What follows belongs to an exercise in optimizing a design on an open flow for small area, a short achievable clock period and few clock cycles per item; a production flow would make more cautious choices. The RTL of this run was laid out without a check of its function.

## flow/run.sh

```bash
#!/bin/bash
# The standard layout, with the port buffers made from sky130_fd_sc_hd__buf_1 instead of
# the buffer that buffer_ports picks by default (a slow delay cell).
set -euo pipefail
export BUFFER_PORTS_ARGS="-buffer_cell sky130_fd_sc_hd__buf_1"
bash standard.sh finish > standard_finish.log 2>&1
```

## standard.sh

```bash
#!/bin/bash
# synth_recipe.tcl (not shown) runs the flow's synth.tcl, then flattens the netlist and writes it again
# the make line also repeats each setting of config.mk as NAME=value (left out here)
make -C /OpenROAD-flow-scripts/flow DESIGN_CONFIG=/design/flow/config.mk WORK_HOME=/design/flow/orfs CLKGATE_MAP_FILE= SYNTH_SCRIPT=/design/flow/synth_recipe.tcl "${@:-finish}"
```

## config.mk

```make
export PLATFORM = sky130hd
export DESIGN_NAME = sub_bytes_engine
export DESIGN_NICKNAME = sub_bytes_engine
export VERILOG_FILES = /design/flow/design.v
export SDC_FILE = /design/flow/constraint.sdc
export NUM_CORES = 4
export LEC_CHECK = 0
export CAP_MARGIN = 20
export CORE_MARGIN = 2
export CORE_UTILIZATION = 60
export SETUP_SLACK_MARGIN = 3.8
export SLEW_MARGIN = 20
export SYNTH_HIERARCHICAL = 1
export SYNTH_MINIMUM_KEEP_SIZE = 0
```

## constraint.sdc

```tcl
create_clock -name core_clock -period 7.5 [get_ports {clk}]
set_input_delay 1.5000 -clock core_clock [delete_from_list [all_inputs] [get_ports {clk}]]
set_output_delay 1.5000 -clock core_clock [all_outputs]
set_load 0.01 [all_outputs]
```

## design.v

```verilog
module sub_bytes_engine #(
   parameter int WORD_BYTES = 16,
   parameter int LANES      = 1,
   parameter int INVERSE_EN = 1
) (
   input  logic                    clk,
   input  logic                    rst_n,
   input  logic                    in_valid,
   output logic                    in_ready,
   input  logic [8*WORD_BYTES-1:0] in_data,
   input  logic                    in_inv,
   output logic                    out_valid,
   input  logic                    out_ready,
   output logic [8*WORD_BYTES-1:0] out_data,
   output logic                    busy
);
   logic                    v1_q, v2_q;
   logic                    inv1_q, inv2_q;
   logic                    in_inv_e;
   logic                    en;
   logic [8*WORD_BYTES-1:0] s1_d, s1_q;
   logic [8*WORD_BYTES-1:0] s2_d, s2_q;
   assign in_inv_e = in_inv & (INVERSE_EN != 0);
   for (genvar i = 0; i < WORD_BYTES; i++) begin : g_byte
      sb_s01 u_s01 (.si(in_data[8*i +: 8]), .inv(in_inv_e), .so(s1_d[8*i +: 8]));
      sb_s14 u_s14 (.si(s1_q[8*i +: 8]), .inv(1'b0), .so(s2_d[8*i +: 8]));
      sb_s45 u_s45 (.si(s2_q[8*i +: 8]), .inv(inv2_q), .so(out_data[8*i +: 8]));
   end
   assign en        = ~v2_q | out_ready;
   sb_ready u_ready (.full(v2_q), .taken(out_ready), .ready(in_ready));
   assign out_valid = v2_q;
   assign busy      = v1_q | v2_q;
   always_ff @(posedge clk or negedge rst_n) begin
      if (!rst_n) begin
         v1_q <= 1'b0;
         v2_q <= 1'b0;
      end else if (en) begin
         v1_q <= in_valid;
         v2_q <= v1_q;
      end
   end
   always_ff @(posedge clk) begin
      if (en) begin
         inv1_q <= in_inv_e;
         s1_q   <= s1_d;
         inv2_q <= inv1_q;
         s2_q   <= s2_d;
      end
   end
endmodule
module sb_ready(input logic full, input logic taken, output logic ready);
   assign ready = ~full | taken;
endmodule
module sb_s01(si, inv, so);
  input [7:0] si;
  wire [7:0] si;
  input inv;
  wire inv;
  output [7:0] so;
  wire [7:0] so;
  wire _00_;
  wire _01_;
  wire _02_;
  wire _03_;
  wire _04_;
  wire _05_;
  wire _06_;
  wire _07_;
  wire _08_;
  wire _09_;
  wire _10_;
  wire _11_;
  wire _12_;
  wire _13_;
  wire _14_;
  wire _15_;
  wire _16_;
  wire _17_;
  wire _18_;
  wire _19_;
  wire _20_;
  wire _21_;
  wire _22_;
  wire _23_;
  wire _24_;
  wire _25_;
  wire _26_;
  wire _27_;
  wire _28_;
  wire _29_;
  wire _30_;
  wire _31_;
  c_clkinv_1 _32_ (
    .A(inv),
    .Y(_00_)
  );
  c_xor2_1 _33_ (
    .A(si[0]),
    .B(si[7]),
    .X(_01_)
  );
  c_xnor2_1 _34_ (
    .A(si[6]),
    .B(_01_),
    .Y(_02_)
  );
  c_xnor2_1 _35_ (
    .A(si[0]),
    .B(si[4]),
    .Y(_03_)
  );
  c_clkinv_1 _36_ (
    .A(si[5]),
    .Y(_04_)
  );
  c_xor2_1 _37_ (
    .A(si[6]),
    .B(si[2]),
    .X(_05_)
  );
  c_xor2_1 _38_ (
    .A(_04_),
    .B(_05_),
    .X(_06_)
  );
  c_a21oi_1 _39_ (
    .A1(_06_),
    .A2(_03_),
    .B1(inv),
    .Y(_07_)
  );
  c_o21ai_0 _40_ (
    .A1(_03_),
    .A2(_06_),
    .B1(_07_),
    .Y(_08_)
  );
  c_o21ai_0 _41_ (
    .A1(_00_),
    .A2(_02_),
    .B1(_08_),
    .Y(so[6])
  );
  c_xnor2_1 _42_ (
    .A(si[1]),
    .B(si[3]),
    .Y(_09_)
  );
  c_xnor2_1 _43_ (
    .A(_03_),
    .B(_09_),
    .Y(_10_)
  );
  c_nand2_1 _44_ (
    .A(_10_),
    .B(inv),
    .Y(_11_)
  );
  c_o21ai_0 _45_ (
    .A1(inv),
    .A2(_09_),
    .B1(_11_),
    .Y(_12_)
  );
  c_xor2_1 _46_ (
    .A(_01_),
    .B(_12_),
    .X(so[5])
  );
  c_xor2_1 _47_ (
    .A(si[7]),
    .B(si[2]),
    .X(_13_)
  );
  c_xnor2_1 _48_ (
    .A(si[7]),
    .B(si[1]),
    .Y(_14_)
  );
  c_xnor2_1 _49_ (
    .A(_03_),
    .B(_14_),
    .Y(_15_)
  );
  c_clkinv_1 _50_ (
    .A(_15_),
    .Y(_16_)
  );
  c_nand2_1 _51_ (
    .A(_09_),
    .B(inv),
    .Y(_17_)
  );
  c_o21ai_0 _52_ (
    .A1(inv),
    .A2(_16_),
    .B1(_17_),
    .Y(_18_)
  );
  c_xnor2_1 _53_ (
    .A(_05_),
    .B(_18_),
    .Y(so[2])
  );
  c_nand2_1 _54_ (
    .A(so[2]),
    .B(_00_),
    .Y(_19_)
  );
  c_nand2_1 _55_ (
    .A(_19_),
    .B(_17_),
    .Y(_20_)
  );
  c_xor2_1 _56_ (
    .A(_13_),
    .B(_20_),
    .X(so[4])
  );
  c_nand2_1 _57_ (
    .A(_14_),
    .B(inv),
    .Y(_21_)
  );
  c_o21ai_0 _58_ (
    .A1(inv),
    .A2(_10_),
    .B1(_21_),
    .Y(so[3])
  );
  c_nand2_1 _59_ (
    .A(_16_),
    .B(si[5]),
    .Y(_22_)
  );
  c_nand2_1 _60_ (
    .A(_15_),
    .B(_04_),
    .Y(_23_)
  );
  c_clkinv_1 _61_ (
    .A(_09_),
    .Y(_24_)
  );
  c_nand2_1 _62_ (
    .A(_02_),
    .B(_24_),
    .Y(_25_)
  );
  c_nor2_1 _63_ (
    .A(_24_),
    .B(_02_),
    .Y(_26_)
  );
  c_nor2_1 _64_ (
    .A(inv),
    .B(_26_),
    .Y(_27_)
  );
  c_a32oi_1 _65_ (
    .A1(_22_),
    .A2(inv),
    .A3(_23_),
    .B1(_25_),
    .B2(_27_),
    .Y(so[7])
  );
  c_a21oi_1 _66_ (
    .A1(_01_),
    .A2(si[2]),
    .B1(inv),
    .Y(_28_)
  );
  c_o21ai_0 _67_ (
    .A1(si[2]),
    .A2(_01_),
    .B1(_28_),
    .Y(_29_)
  );
  c_o21ai_0 _68_ (
    .A1(_00_),
    .A2(_06_),
    .B1(_29_),
    .Y(so[1])
  );
  c_nand2_1 _69_ (
    .A(inv),
    .B(si[1]),
    .Y(_30_)
  );
  c_nand2_1 _70_ (
    .A(_29_),
    .B(_30_),
    .Y(_31_)
  );
  c_xor2_1 _71_ (
    .A(_24_),
    .B(_31_),
    .X(so[0])
  );
endmodule
module sb_s14(si, inv, so);
  input [7:0] si;
  wire [7:0] si;
  input inv;
  wire inv;
  output [7:0] so;
  wire [7:0] so;
  wire _000_;
  wire _001_;
  wire _002_;
  wire _003_;
  wire _004_;
  wire _005_;
  wire _006_;
  wire _007_;
  wire _008_;
  wire _009_;
  wire _010_;
  wire _011_;
  wire _012_;
  wire _013_;
  wire _014_;
  wire _015_;
  wire _016_;
  wire _017_;
  wire _018_;
  wire _019_;
  wire _020_;
  wire _021_;
  wire _022_;
  wire _023_;
  wire _024_;
  wire _025_;
  wire _026_;
  wire _027_;
  wire _028_;
  wire _029_;
  wire _030_;
  wire _031_;
  wire _032_;
  wire _033_;
  wire _034_;
  wire _035_;
  wire _036_;
  wire _037_;
  wire _038_;
  wire _039_;
  wire _040_;
  wire _041_;
  wire _042_;
  wire _043_;
  wire _044_;
  wire _045_;
  wire _046_;
  wire _047_;
  wire _048_;
  wire _049_;
  wire _050_;
  wire _051_;
  wire _052_;
  wire _053_;
  wire _054_;
  wire _055_;
  wire _056_;
  wire _057_;
  wire _058_;
  wire _059_;
  wire _060_;
  wire _061_;
  wire _062_;
  wire _063_;
  wire _064_;
  wire _065_;
  wire _066_;
  wire _067_;
  wire _068_;
  wire _069_;
  wire _070_;
  wire _071_;
  wire _072_;
  wire _073_;
  wire _074_;
  wire _075_;
  wire _076_;
  wire _077_;
  wire _078_;
  wire _079_;
  wire _080_;
  wire _081_;
  wire _082_;
  wire _083_;
  wire _084_;
  wire _085_;
  wire _086_;
  wire _087_;
  wire _088_;
  wire _089_;
  wire _090_;
  wire _091_;
  wire _092_;
  wire _093_;
  wire _094_;
  c_xnor2_1 _095_ (
    .A(si[5]),
    .B(si[4]),
    .Y(_015_)
  );
  c_xnor2_1 _096_ (
    .A(si[1]),
    .B(si[0]),
    .Y(_016_)
  );
  c_nor2_1 _097_ (
    .A(_015_),
    .B(_016_),
    .Y(_017_)
  );
  c_or2_2 _098_ (
    .A(si[4]),
    .B(_017_),
    .X(_018_)
  );
  c_o221ai_1 _099_ (
    .A1(si[1]),
    .A2(si[5]),
    .B1(si[0]),
    .B2(_017_),
    .C1(_018_),
    .Y(_019_)
  );
  c_xnor2_1 _100_ (
    .A(si[2]),
    .B(si[0]),
    .Y(_020_)
  );
  c_xnor2_1 _101_ (
    .A(si[4]),
    .B(si[6]),
    .Y(_021_)
  );
  c_nor2_1 _102_ (
    .A(_020_),
    .B(_021_),
    .Y(_022_)
  );
  c_xor2_1 _103_ (
    .A(si[3]),
    .B(si[7]),
    .X(_023_)
  );
  c_xor2_1 _104_ (
    .A(si[3]),
    .B(si[1]),
    .X(_024_)
  );
  c_xor2_1 _105_ (
    .A(si[5]),
    .B(si[7]),
    .X(_025_)
  );
  c_nand2_1 _106_ (
    .A(_024_),
    .B(_025_),
    .Y(_026_)
  );
  c_xnor2_1 _107_ (
    .A(_023_),
    .B(_026_),
    .Y(_027_)
  );
  c_xor2_1 _108_ (
    .A(_022_),
    .B(_027_),
    .X(_028_)
  );
  c_xnor2_1 _109_ (
    .A(_019_),
    .B(_028_),
    .Y(_029_)
  );
  c_xnor2_1 _110_ (
    .A(_015_),
    .B(_016_),
    .Y(_030_)
  );
  c_clkinv_1 _111_ (
    .A(si[2]),
    .Y(_031_)
  );
  c_clkinv_1 _112_ (
    .A(si[6]),
    .Y(_032_)
  );
  c_xor2_1 _113_ (
    .A(si[3]),
    .B(si[2]),
    .X(_033_)
  );
  c_xor2_1 _114_ (
    .A(si[6]),
    .B(si[7]),
    .X(_034_)
  );
  c_nand2_1 _115_ (
    .A(_033_),
    .B(_034_),
    .Y(_035_)
  );
  c_o21ai_0 _116_ (
    .A1(_031_),
    .A2(_032_),
    .B1(_035_),
    .Y(_036_)
  );
  c_o21ai_0 _117_ (
    .A1(si[3]),
    .A2(si[7]),
    .B1(_036_),
    .Y(_037_)
  );
  c_xnor2_1 _118_ (
    .A(_030_),
    .B(_037_),
    .Y(_038_)
  );
  c_xnor2_1 _119_ (
    .A(_038_),
    .B(_028_),
    .Y(_039_)
  );
  c_nor2_1 _120_ (
    .A(_029_),
    .B(_039_),
    .Y(_040_)
  );
  c_xor2_1 _121_ (
    .A(si[1]),
    .B(si[5]),
    .X(_041_)
  );
  c_nand2_1 _122_ (
    .A(si[3]),
    .B(si[7]),
    .Y(_042_)
  );
  c_a22oi_1 _123_ (
    .A1(_031_),
    .A2(_032_),
    .B1(_035_),
    .B2(_042_),
    .Y(_043_)
  );
  c_xor2_1 _124_ (
    .A(_041_),
    .B(_043_),
    .X(_044_)
  );
  c_xor2_1 _125_ (
    .A(si[2]),
    .B(si[6]),
    .X(_045_)
  );
  c_xor2_1 _126_ (
    .A(_045_),
    .B(_022_),
    .X(_046_)
  );
  c_xor2_1 _127_ (
    .A(_020_),
    .B(_024_),
    .X(_047_)
  );
  c_xor2_1 _128_ (
    .A(_021_),
    .B(_025_),
    .X(_048_)
  );
  c_nor2_1 _129_ (
    .A(_047_),
    .B(_048_),
    .Y(_049_)
  );
  c_xor2_1 _130_ (
    .A(_046_),
    .B(_049_),
    .X(_050_)
  );
  c_xnor2_1 _131_ (
    .A(_044_),
    .B(_050_),
    .Y(_051_)
  );
  c_clkinv_1 _132_ (
    .A(_051_),
    .Y(_052_)
  );
  c_clkinv_1 _133_ (
    .A(_017_),
    .Y(_053_)
  );
  c_nand2_1 _134_ (
    .A(si[1]),
    .B(si[5]),
    .Y(_054_)
  );
  c_nand2_1 _135_ (
    .A(_053_),
    .B(_054_),
    .Y(_055_)
  );
  c_o21ai_0 _136_ (
    .A1(si[4]),
    .A2(si[0]),
    .B1(_055_),
    .Y(_056_)
  );
  c_xnor2_1 _137_ (
    .A(_056_),
    .B(_050_),
    .Y(_057_)
  );
  c_nand2_1 _138_ (
    .A(_052_),
    .B(_057_),
    .Y(_058_)
  );
  c_xor2_1 _139_ (
    .A(_040_),
    .B(_058_),
    .X(_059_)
  );
  c_nand2_1 _140_ (
    .A(_059_),
    .B(_057_),
    .Y(_060_)
  );
  c_clkinv_1 _141_ (
    .A(_039_),
    .Y(_061_)
  );
  c_o21ai_0 _142_ (
    .A1(_057_),
    .A2(_061_),
    .B1(_029_),
    .Y(_062_)
  );
  c_nand2_1 _143_ (
    .A(_060_),
    .B(_062_),
    .Y(_063_)
  );
  c_nand2_1 _144_ (
    .A(_063_),
    .B(si[2]),
    .Y(_064_)
  );
  c_or2_2 _145_ (
    .A(_029_),
    .B(_057_),
    .X(_065_)
  );
  c_nand2_1 _146_ (
    .A(_062_),
    .B(_065_),
    .Y(_066_)
  );
  c_nand2_1 _147_ (
    .A(_060_),
    .B(_066_),
    .Y(_067_)
  );
  c_nand2_1 _148_ (
    .A(_067_),
    .B(_033_),
    .Y(_068_)
  );
  c_xor2_1 _149_ (
    .A(_064_),
    .B(_068_),
    .X(_069_)
  );
  c_nand2_1 _150_ (
    .A(_060_),
    .B(_065_),
    .Y(_070_)
  );
  c_nand2_1 _151_ (
    .A(_059_),
    .B(_052_),
    .Y(_071_)
  );
  c_nand2_1 _152_ (
    .A(_061_),
    .B(_051_),
    .Y(_072_)
  );
  c_nand2_1 _153_ (
    .A(_071_),
    .B(_072_),
    .Y(_073_)
  );
  c_xor2_1 _154_ (
    .A(_070_),
    .B(_073_),
    .X(_074_)
  );
  c_nand2_1 _155_ (
    .A(_074_),
    .B(_024_),
    .Y(_075_)
  );
  c_nand2_1 _156_ (
    .A(_051_),
    .B(_029_),
    .Y(_076_)
  );
  c_o211ai_1 _157_ (
    .A1(_057_),
    .A2(_051_),
    .B1(_039_),
    .C1(_076_),
    .Y(_077_)
  );
  c_nand2_1 _158_ (
    .A(_071_),
    .B(_077_),
    .Y(_078_)
  );
  c_xnor2_1 _159_ (
    .A(_078_),
    .B(_063_),
    .Y(_079_)
  );
  c_nor2_1 _160_ (
    .A(_020_),
    .B(_079_),
    .Y(_080_)
  );
  c_xnor2_1 _161_ (
    .A(_075_),
    .B(_080_),
    .Y(_081_)
  );
  c_xor2_1 _162_ (
    .A(_069_),
    .B(_081_),
    .X(so[6])
  );
  c_clkinv_1 _163_ (
    .A(_070_),
    .Y(_082_)
  );
  c_nand2_1 _164_ (
    .A(_082_),
    .B(si[3]),
    .Y(_083_)
  );
  c_xor2_1 _165_ (
    .A(_068_),
    .B(_083_),
    .X(_084_)
  );
  c_xor2_1 _166_ (
    .A(_079_),
    .B(_074_),
    .X(_085_)
  );
  c_nor2_1 _167_ (
    .A(_047_),
    .B(_085_),
    .Y(_086_)
  );
  c_xor2_1 _168_ (
    .A(_080_),
    .B(_086_),
    .X(_087_)
  );
  c_xor2_1 _169_ (
    .A(_084_),
    .B(_087_),
    .X(so[7])
  );
  c_nand2_1 _170_ (
    .A(_067_),
    .B(_034_),
    .Y(_088_)
  );
  c_nand2_1 _171_ (
    .A(_082_),
    .B(si[7]),
    .Y(_089_)
  );
  c_xor2_1 _172_ (
    .A(_088_),
    .B(_089_),
    .X(_090_)
  );
  c_nor2_1 _173_ (
    .A(_021_),
    .B(_079_),
    .Y(_091_)
  );
  c_nor2_1 _174_ (
    .A(_048_),
    .B(_085_),
    .Y(_092_)
  );
  c_xor2_1 _175_ (
    .A(_091_),
    .B(_092_),
    .X(_093_)
  );
  c_xor2_1 _176_ (
    .A(_090_),
    .B(_093_),
    .X(so[3])
  );
  c_nand2_1 _177_ (
    .A(_077_),
    .B(_072_),
    .Y(_094_)
  );
  c_nor2_1 _178_ (
    .A(_016_),
    .B(_094_),
    .Y(_000_)
  );
  c_clkinv_1 _179_ (
    .A(_073_),
    .Y(_001_)
  );
  c_nand2_1 _180_ (
    .A(_001_),
    .B(si[1]),
    .Y(_002_)
  );
  c_xnor2_1 _181_ (
    .A(_000_),
    .B(_002_),
    .Y(_003_)
  );
  c_xor2_1 _182_ (
    .A(_003_),
    .B(_087_),
    .X(so[5])
  );
  c_nor2_1 _183_ (
    .A(_015_),
    .B(_094_),
    .Y(_004_)
  );
  c_nand2_1 _184_ (
    .A(_078_),
    .B(si[4]),
    .Y(_005_)
  );
  c_xnor2_1 _185_ (
    .A(_004_),
    .B(_005_),
    .Y(_006_)
  );
  c_nand2_1 _186_ (
    .A(_074_),
    .B(_025_),
    .Y(_007_)
  );
  c_xnor2_1 _187_ (
    .A(_007_),
    .B(_091_),
    .Y(_008_)
  );
  c_xor2_1 _188_ (
    .A(_006_),
    .B(_008_),
    .X(so[0])
  );
  c_nand2_1 _189_ (
    .A(_001_),
    .B(si[5]),
    .Y(_009_)
  );
  c_xnor2_1 _190_ (
    .A(_004_),
    .B(_009_),
    .Y(_010_)
  );
  c_xor2_1 _191_ (
    .A(_010_),
    .B(_093_),
    .X(so[1])
  );
  c_nand2_1 _192_ (
    .A(_063_),
    .B(si[6]),
    .Y(_011_)
  );
  c_xor2_1 _193_ (
    .A(_088_),
    .B(_011_),
    .X(_012_)
  );
  c_xor2_1 _194_ (
    .A(_012_),
    .B(_008_),
    .X(so[2])
  );
  c_nand2_1 _195_ (
    .A(_078_),
    .B(si[0]),
    .Y(_013_)
  );
  c_xnor2_1 _196_ (
    .A(_000_),
    .B(_013_),
    .Y(_014_)
  );
  c_xor2_1 _197_ (
    .A(_014_),
    .B(_081_),
    .X(so[4])
  );
endmodule
module sb_s45(si, inv, so);
  input [7:0] si;
  wire [7:0] si;
  input inv;
  wire inv;
  output [7:0] so;
  wire [7:0] so;
  wire _00_;
  wire _01_;
  wire _02_;
  wire _03_;
  wire _04_;
  wire _05_;
  wire _06_;
  wire _07_;
  wire _08_;
  wire _09_;
  wire _10_;
  wire _11_;
  wire _12_;
  wire _13_;
  wire _14_;
  wire _15_;
  wire _16_;
  wire _17_;
  wire _18_;
  wire _19_;
  wire _20_;
  wire _21_;
  wire _22_;
  wire _23_;
  wire _24_;
  wire _25_;
  wire _26_;
  wire _27_;
  wire _28_;
  wire _29_;
  wire _30_;
  wire _31_;
  wire _32_;
  wire _33_;
  wire _34_;
  c_clkinv_1 _35_ (
    .A(si[5]),
    .Y(_00_)
  );
  c_or2_2 _36_ (
    .A(si[7]),
    .B(_00_),
    .X(_01_)
  );
  c_nand2_1 _37_ (
    .A(_00_),
    .B(si[7]),
    .Y(_02_)
  );
  c_nand2_1 _38_ (
    .A(_01_),
    .B(_02_),
    .Y(_03_)
  );
  c_clkinv_1 _39_ (
    .A(_03_),
    .Y(_04_)
  );
  c_xor2_1 _40_ (
    .A(si[1]),
    .B(si[3]),
    .X(_05_)
  );
  c_xor2_1 _41_ (
    .A(si[2]),
    .B(si[6]),
    .X(_06_)
  );
  c_xnor2_1 _42_ (
    .A(_05_),
    .B(_06_),
    .Y(_07_)
  );
  c_clkinv_1 _43_ (
    .A(inv),
    .Y(_08_)
  );
  c_nand2_1 _44_ (
    .A(_07_),
    .B(_08_),
    .Y(_09_)
  );
  c_xor2_1 _45_ (
    .A(_04_),
    .B(_09_),
    .X(so[6])
  );
  c_xor2_1 _46_ (
    .A(si[7]),
    .B(si[6]),
    .X(_10_)
  );
  c_xor2_1 _47_ (
    .A(si[5]),
    .B(si[4]),
    .X(_11_)
  );
  c_xor2_1 _48_ (
    .A(si[2]),
    .B(si[0]),
    .X(_12_)
  );
  c_xor2_1 _49_ (
    .A(_11_),
    .B(_12_),
    .X(_13_)
  );
  c_nand2_1 _50_ (
    .A(_05_),
    .B(inv),
    .Y(_14_)
  );
  c_o21ai_0 _51_ (
    .A1(inv),
    .A2(_13_),
    .B1(_14_),
    .Y(_15_)
  );
  c_xor2_1 _52_ (
    .A(_10_),
    .B(_15_),
    .X(so[5])
  );
  c_xnor2_1 _53_ (
    .A(_05_),
    .B(_10_),
    .Y(_16_)
  );
  c_nand2_1 _54_ (
    .A(_12_),
    .B(inv),
    .Y(_17_)
  );
  c_o21ai_0 _55_ (
    .A1(inv),
    .A2(_16_),
    .B1(_17_),
    .Y(_18_)
  );
  c_xor2_1 _56_ (
    .A(_11_),
    .B(_18_),
    .X(so[7])
  );
  c_xnor2_1 _57_ (
    .A(si[3]),
    .B(si[0]),
    .Y(_19_)
  );
  c_xor2_1 _58_ (
    .A(si[2]),
    .B(si[4]),
    .X(_20_)
  );
  c_nand2_1 _59_ (
    .A(_00_),
    .B(_08_),
    .Y(_21_)
  );
  c_o21ai_0 _60_ (
    .A1(_08_),
    .A2(_20_),
    .B1(_21_),
    .Y(_22_)
  );
  c_xor2_1 _61_ (
    .A(_19_),
    .B(_22_),
    .X(so[4])
  );
  c_xnor2_1 _62_ (
    .A(si[3]),
    .B(si[4]),
    .Y(_23_)
  );
  c_a21oi_1 _63_ (
    .A1(_04_),
    .A2(_23_),
    .B1(_08_),
    .Y(_24_)
  );
  c_o21ai_0 _64_ (
    .A1(_04_),
    .A2(_23_),
    .B1(_24_),
    .Y(_25_)
  );
  c_nand2_1 _65_ (
    .A(_08_),
    .B(si[0]),
    .Y(_26_)
  );
  c_nand2_1 _66_ (
    .A(_25_),
    .B(_26_),
    .Y(so[3])
  );
  c_nand2_1 _67_ (
    .A(si[5]),
    .B(inv),
    .Y(_27_)
  );
  c_o21ai_0 _68_ (
    .A1(inv),
    .A2(_23_),
    .B1(_27_),
    .Y(_28_)
  );
  c_xor2_1 _69_ (
    .A(si[0]),
    .B(_28_),
    .X(so[2])
  );
  c_nand2_1 _70_ (
    .A(_19_),
    .B(inv),
    .Y(_29_)
  );
  c_nand2_1 _71_ (
    .A(_08_),
    .B(si[6]),
    .Y(_30_)
  );
  c_nand2_1 _72_ (
    .A(_29_),
    .B(_30_),
    .Y(_31_)
  );
  c_xnor2_1 _73_ (
    .A(si[1]),
    .B(si[4]),
    .Y(_32_)
  );
  c_xor2_1 _74_ (
    .A(_32_),
    .B(_03_),
    .X(_33_)
  );
  c_xor2_1 _75_ (
    .A(_31_),
    .B(_33_),
    .X(so[1])
  );
  c_o21ai_0 _76_ (
    .A1(_08_),
    .A2(si[1]),
    .B1(_30_),
    .Y(_34_)
  );
  c_xnor2_1 _77_ (
    .A(_34_),
    .B(_20_),
    .Y(so[0])
  );
endmodule
module c_a21oi_1(input logic A1, input logic A2, input logic B1, output logic Y);
   assign Y = (~A1&~B1) | (~A2&~B1);
endmodule
module c_a22oi_1(input logic A1, input logic A2, input logic B1, input logic B2, output logic Y);
   assign Y = (~A1&~B1) | (~A1&~B2) | (~A2&~B1) | (~A2&~B2);
endmodule
module c_a32oi_1(input logic A1, input logic A2, input logic A3, input logic B1, input logic B2, output logic Y);
   assign Y = (~A1&~B1) | (~A1&~B2) | (~A2&~B1) | (~A3&~B1) | (~A2&~B2) | (~A3&~B2);
endmodule
module c_clkinv_1(input logic A, output logic Y);
   assign Y = (~A);
endmodule
module c_nand2_1(input logic A, input logic B, output logic Y);
   assign Y = (~A) | (~B);
endmodule
module c_nor2_1(input logic A, input logic B, output logic Y);
   assign Y = (~A&~B);
endmodule
module c_o211ai_1(input logic A1, input logic A2, input logic B1, input logic C1, output logic Y);
   assign Y = (~A1&~A2) | (~B1) | (~C1);
endmodule
module c_o21ai_0(input logic A1, input logic A2, input logic B1, output logic Y);
   assign Y = (~A1&~A2) | (~B1);
endmodule
module c_o221ai_1(input logic A1, input logic A2, input logic B1, input logic B2, input logic C1, output logic Y);
   assign Y = (~B1&~B2) | (~A1&~A2) | (~C1);
endmodule
module c_or2_2(input logic A, input logic B, output logic X);
   assign X = (A) | (B);
endmodule
module c_xnor2_1(input logic A, input logic B, output logic Y);
   assign Y = (~A&~B) | (A&B);
endmodule
module c_xor2_1(input logic A, input logic B, output logic X);
   assign X = (A&~B) | (~A&B);
endmodule
```

==> flow_metrics.env <==
export IMPL_outcome="no timing/DRC/antenna violations"
export IMPL_setup_tns_ns=0
export IMPL_die_w_um=215.4
export IMPL_io_buffers=263
export IMPL_path_cells="xnor2_2, nor2_1, xor2_1, xor2_2, xnor2_2, inv_1, nand2_1, xor2_1, nand2_1, nand2_1, xnor2_1, xor2_1, nor2_1, xor2_1, xor2_1"
export IMPL_critPathSlowestCell="edfxtp_1"
export IMPL_drive_gt1_share_pct=12.00
export IMPL_drtIter0Drc=1026
export IMPL_final_period_utilization_pct=49.65
export IMPL_cp_common_cell="xor2_1"
export IMPL_min_path_type="register to register"
export IMPL_crit_arrival_ns=4.03
export IMPL_h_tree_depth=1
export IMPL_gp_congestion=0.8997
export IMPL_fin_crit_ns=3.724
export IMPL_synth_area_um2=26820
export IMPL_via_per_inst=5.140
export IMPL_cts_tree="built"
export IMPL_yosysWarnings=7
export IMPL_rsz0062_at_grt="yes"
export IMPL_gr_total_overflow=0
export IMPL_placed_area_um2=28740
export IMPL_finalClockSkew_ns=0.01103
export IMPL_first_pass_iters=5
export IMPL_synth_area_per_cell_um2=8.277
export IMPL_drv_slew=0
export IMPL_synth_nets=3374
export IMPL_cp_max_fo=5
export IMPL_finalWorstSetupSlack_ns=3.776
export IMPL_cts_buffer_depth=3
export IMPL_pre_cts_ws_ns=3.876
export IMPL_n_fill_cell=3430
export IMPL_area_growth_syn_to_layout_pct=18.64
export IMPL_startpoint_type="register"
export IMPL_setup_violations=0
export IMPL_grt_max_degree=140
export IMPL_vias=22019
export IMPL_path_clk_slew_ns=0.06
export IMPL_grt_pass1_vias=21146
export IMPL_synthCells=3241
export IMPL_rows=77
export IMPL_grt_pass1_wl_um=93860
export IMPL_antenna_found_initial=7
export IMPL_holdWs_ns=0.4295
export IMPL_critPathCaptureType="register"
export IMPL_critPathRequiredTime_ns=7.81
export IMPL_final_hold_viol_count=0
export IMPL_drc=0
export IMPL_die_y_um=215.4
export IMPL_worstSetupPathType="register to register"
export IMPL_die_area_um2=46410
export IMPL_finalWirelength_um=60280
export IMPL_ios=264
export IMPL_ctsRootBufferMaster="clkbuf_16"
export IMPL_clock_latency_ns=0.58
export IMPL_detail_route_antenna_nets=0
export IMPL_design_area_um2=31830
export IMPL_clock_sinks=260
export IMPL_fin_nets=3793
export IMPL_crit_path_max_incr_delay_ns=0.52
export IMPL_fmax_mhz=268.5
export IMPL_track_usage_pct=23.69
export IMPL_routedWlPerCell_um=14.07
export IMPL_relSlewSlack_pct=41.70
export IMPL_start_util_pct=60.66
export IMPL_cts_made_buffers=31
export IMPL_dpl_hpwl_um=44310
export IMPL_maxCapViolCount=0
export IMPL_tightest_slew_ns=0.8744
export IMPL_core_area_um2=44220
==> state kept, by name, summed over array words and instances, names as in the netlist <==
name and count:
inv1_q 1, inv2_q 1, s1_q 128, s2_q 128
v1_q 1, v2_q 1
==> what timing repair did <==
| action | CTS | global route |
|---|---|---|
| buffers inserted | 0 | 116 |
| pin swaps | 0 | 18 |
| hold buffers | 0 | 0 |
| gates resized for setup | 7 | 154 |
| hold endpoints to repair | 0 | 0 |
| cloned | 0 | 2 |
| setup endpoints to repair | 89 | 164 |
==> per-stage QoR <==
| step | std cells | utilization [%] |
|---|---|---|
| CTS | 4158 | 67.43 |
| global placement | 4101 | 64.99 |
| detailed placement | 4101 | 64.99 |
| floorplan | 3241 | - |
| finish | 4284 | 71.97 |
| global route | 4282 | 71.96 |
==> routing by layer <==
metal	track usage [%]	up-vias	share of wire (%)
li1	-	11116	-
met1	28.26	10325	41
met2	44.13	449	52
met3	2.551	129	3.7
met4	8.138	0	3.0
met5	0	-	0
==> critical path, delay by kind of cell (launching register included) <==
family	cells	cell delay [ns]
flops	1	0.52
buf+inv	1	0.13
simple gates	5	0.75
xor+xnor	9	2.05
==> placed cells by master (no fill, tap or decap), types with 9 or more instances in the layout <==
cell and count:
xor2_2 89, edfxtp_1 258, nand2_1 816, buf_1 262, o221ai_2 16, buf_4 117
xnor2_1 426, xnor2_2 70, nor2_1 187, clkbuf_16 32, o21ai_1 271, inv_1 221
a21oi_2 48, o211ai_2 16, a32oi_1 16, or2_1 48, a22oi_2 16, xor2_1 727
clkinv_2 9
==> final timing paths <==
| check | depth (start not counted) | start | slack, ns | end |
|---|---|---|---|---|
| min in group asynchronous | 1 | rst_n | 0.70 | v1_q$_DFFE_PN0P_ |
| worst min register to register | 0 | inv1_q$_DFFE_PP_ | 0.43 | inv2_q$_DFFE_PP_ |
| worst min-delay path | 0 | inv1_q$_DFFE_PP_ | 0.43 | inv2_q$_DFFE_PP_ |
| worst max register to register | 15 | s1_q[78]$_DFFE_PP_ | 3.78 | s2_q[79]$_DFFE_PP_ |
| max in group asynchronous | 1 | rst_n | 6.67 | v2_q$_DFFE_PN0P_ |
| worst max-delay path | 15 | s1_q[78]$_DFFE_PP_ | 3.78 | s2_q[79]$_DFFE_PP_ |
==> cell type report <==
cell class	count	area [um2]	area share (%)
diodes	8	20.02	0.06290
clock buffers	32	779.5	2.449
clock inverters	25	260.3	0.8177
inverters	224	852.1	2.677
multi-input cells	2757	19400	60.95
flip-flops and latches	260	7797	24.50
well taps	592	740.7	2.327
repair buffers	386	1979	6.220

## what the ideal ports hide
In the flow no input, the clock included, has a driving cell. The finished layout below was timed again as built, in two steps.
Step 1: set_driving_cell puts a clkbuf_16 on clk and a buf_2 on each other input, an assumption about the parent block.
Step 2 adds t to the input delays and takes it off the output delays; t is the mean of the earliest and latest rising clock arrival at the registers after step 1. Input paths then give back, and output paths get back, about the clock's delay inside the block.
Slacks: ideal ports / drivers / drivers and shift; pairs: ideal ports / drivers.
t, ns: 0.626
setup slack, ns: 3.776 / 3.776 / 3.776
worst setup path at the end: register to register
latest minus earliest clock arrival (ns): 0.015 / 0.014
worst slew at a driven data input, ns: 0.09
After both steps setup and hold are still met in this run. The setup slack of this run moves by 0.000 ns with the drivers and by 0.000 ns with both steps.
